This design comes from an exercise in tuning for small area, a short achievable clock period and few clock cycles on the open sky130 flow, not from production work.
RTL that was checked went through simulation tests only; none was proved equivalent to the original.

Design lottery_scheduler, start of the top module:
module lottery_scheduler (
  input  logic           clk_i,
  input  logic           rst_ni,
  input  logic           in_valid_i,
  output logic           in_stall_o,
  input  logic [58:0]    in_req_i,
  output logic           out_valid_o,
  input  logic           out_stall_i,
  output logic [40:0]    out_res_o
);
  lsch_pkg::req_t in_req;
  assign in_req = lsch_pkg::req_t'(in_req_i);
  typedef enum logic [2:0] {
    StIdle  = 3'd0,
    StExec  = 3'd1,
    StDiv   = 3'd2,
    StMv1   = 3'd3,
    StMv2   = 3'd4
  } state_e;
  logic [15:0] tix_q [16];
  logic [15:0] use_q, rdy_q;
  logic [19:0] total_q;
  state_e      state_q;
  logic [2:0]  op_q;
  logic [3:0]  s_q, d_q;
  logic [15:0] t_q;
  logic        isr_q;
  logic [30:0] rv_q;
  logic [1:0]  gsel_q;       
  logic [1:0]  lsel_q;       
  logic [19:0] rem_q;        
  logic [21:0] t3_q;         
  logic [3:0]  cnt_q;        
  logic [3:0]  dig_q;        
  logic        walk_q;       
  logic [1:0]  pn_q;         
  logic [19:0] wrem_q;       
  logic        out_valid_q;
  logic        res_found_q;
  logic [3:0]  res_win_q;
  logic [15:0] res_moved_q;
  logic [15:0] g [4];
  logic [3:0]  glive;
  always_comb begin
    for (int i = 0; i < 4; i++) g[i] = tix_q[{gsel_q, 2'(i)}];
    glive = 4'((use_q & rdy_q) >> {gsel_q, 2'd0});
  end
  logic [15:0] tp;
  assign tp = g[lsel_q];
  logic s_use, s_rdy, d_use, d_rdy;
  assign s_use = use_q[s_q];
  assign s_rdy = rdy_q[s_q];
  assign d_use = use_q[d_q];
  assign d_rdy = rdy_q[d_q];
  logic out_free;
  assign out_free = !out_valid_q || !out_stall_i;
  logic exec_noop;
  always_comb begin
  ...
Size: roughly 110 I/O pins, roughly 39000 um^2 of cells after synthesis.
export LEC_CHECK = 0
export ABC_AREA = 1
export ABC_CLOCK_PERIOD_IN_PS = 4000
export CAP_MARGIN = 10
export CORE_MARGIN = 2
export CORE_UTILIZATION = 40
export SETUP_SLACK_MARGIN = 3.0
export SLEW_MARGIN = 10
export TNS_END_PERCENT = 5
create_clock -name core_clock -period 8.0 [get_ports {clk_i}]
run.sh (not shown) runs the stock make flow with config.mk's settings and CLKGATE_MAP_FILE= SYNTH_SCRIPT=/design/flow/synth_recipe.tcl, a recipe that flattens the netlist after the stock synthesis.
Testbench counts at the start, summed over its fixed seeds: cycles 30,578.
Change:
--- a/flow/design.v
+++ b/flow/design.v
@@ -419,18 +419,42 @@
       if (fast_ok) begin
         state_d = StDiv;
         rem_d   = rem_init;
         cnt_d   = 4'd15 - jj;
         dig_d   = dig_pair(rv_src, 4'd15 - jj);
         t3_d    = {2'b0, total_q} + {1'b0, total_q, 1'b0};
       end
     end
   end
+  logic start_any;
+  assign start_any = (in_accept && fast_ok) ||
+                     ((state_q == StExec) && (op_q == lsch_pkg::OpDraw) && !walk_q &&
+                      (pn_q == 2'd0) && out_free && (total_q != 20'd0));
+  logic [19:0] rem_n, wrem_n;
+  always_comb begin
+    if (start_any)                             rem_n = rem_init;
+    else if ((state_q == StDiv) && div_last)   rem_n = rem_q;
+    else                                       rem_n = rem_b;
+    if (w_start)                               wrem_n = rem_fin;
+    else if (!out_free)                        wrem_n = wrem_q;
+    else                                       wrem_n = e4[19:0];
+  end
+  logic [1:0] gsel_n, gsel_other;
+  always_comb begin
+    gsel_other = in_accept ? in_req.slot[3:2] : s_q[3:2];
+    if (walk_q) begin
+      if (!out_free)          gsel_n = gsel_q;
+      else if (neg != 4'd0)   gsel_n = gsel_other;
+      else                    gsel_n = gsel_q + 2'd1;
+    end else begin
+      gsel_n = gsel_d;
+    end
+  end
   always_ff @(posedge clk_i or negedge rst_ni) begin
     if (!rst_ni) begin
       state_q     <= StIdle;
       use_q       <= '0;
       rdy_q       <= '0;
       total_q     <= '0;
       walk_q      <= 1'b0;
       pn_q        <= 2'd0;
       out_valid_q <= 1'b0;
@@ -454,19 +478,19 @@
     end
     if (in_accept) begin
       op_q  <= in_req.operation;
       s_q   <= in_req.slot;
       d_q   <= in_req.other_slot;
       isr_q <= in_req.is_ready;
       rv_q  <= in_req.random_value;
     end
     t_q    <= in_accept ? in_req.ticket_count : t_d;
-    gsel_q <= gsel_d;
+    gsel_q <= gsel_n;
     lsel_q <= lsel_d;
-    rem_q  <= rem_d;
-    wrem_q <= wrem_d;
+    rem_q  <= rem_n;
+    wrem_q <= wrem_n;
     t3_q   <= t3_d;
     cnt_q  <= cnt_d;
     dig_q  <= dig_d;
     if (tw_en) tix_q[tw_addr] <= tw_data;
   end
 endmodule
Outcome: Clock-buffer cell count rises by 3; routed wire length falls by 2.8%; critical path depth rises by 7; maximum frequency falls by 3.8%; via count falls by 0.47%.
No functional check of the RTL was part of the second run of this note.

-- re-timing with driven ports --
Ports are ideal in the flow. The routed layouts listed here were re-timed in OpenROAD.
Step 1 (the two cells are an assumption about what drives the block):
set clk [get_ports {clk_i}]
set_driving_cell -lib_cell sky130_fd_sc_hd__clkbuf_16 $clk
set_driving_cell -lib_cell sky130_fd_sc_hd__buf_2 [delete_from_list [all_inputs] $clk]
Step 2 times the ports against the registers' clock, not the clock port: input delays grow and output delays shrink by t, the midpoint of the rising clock arrivals with the driver on.
Three values: ideal, step 1, step 2; two values: the first two.
run	shift t [ns]	setup slack, ns	cell pins on the clock port's net
the first run	0.698	2.697 / 2.697 / 2.310	1
the second run	0.716	2.489 / 2.489 / 1.926	1
After both steps setup and hold are still met in every run listed. For the second run, which loses most, drivers alone change the setup slack by 0.000 ns; drivers and shift together by -0.563 ns.
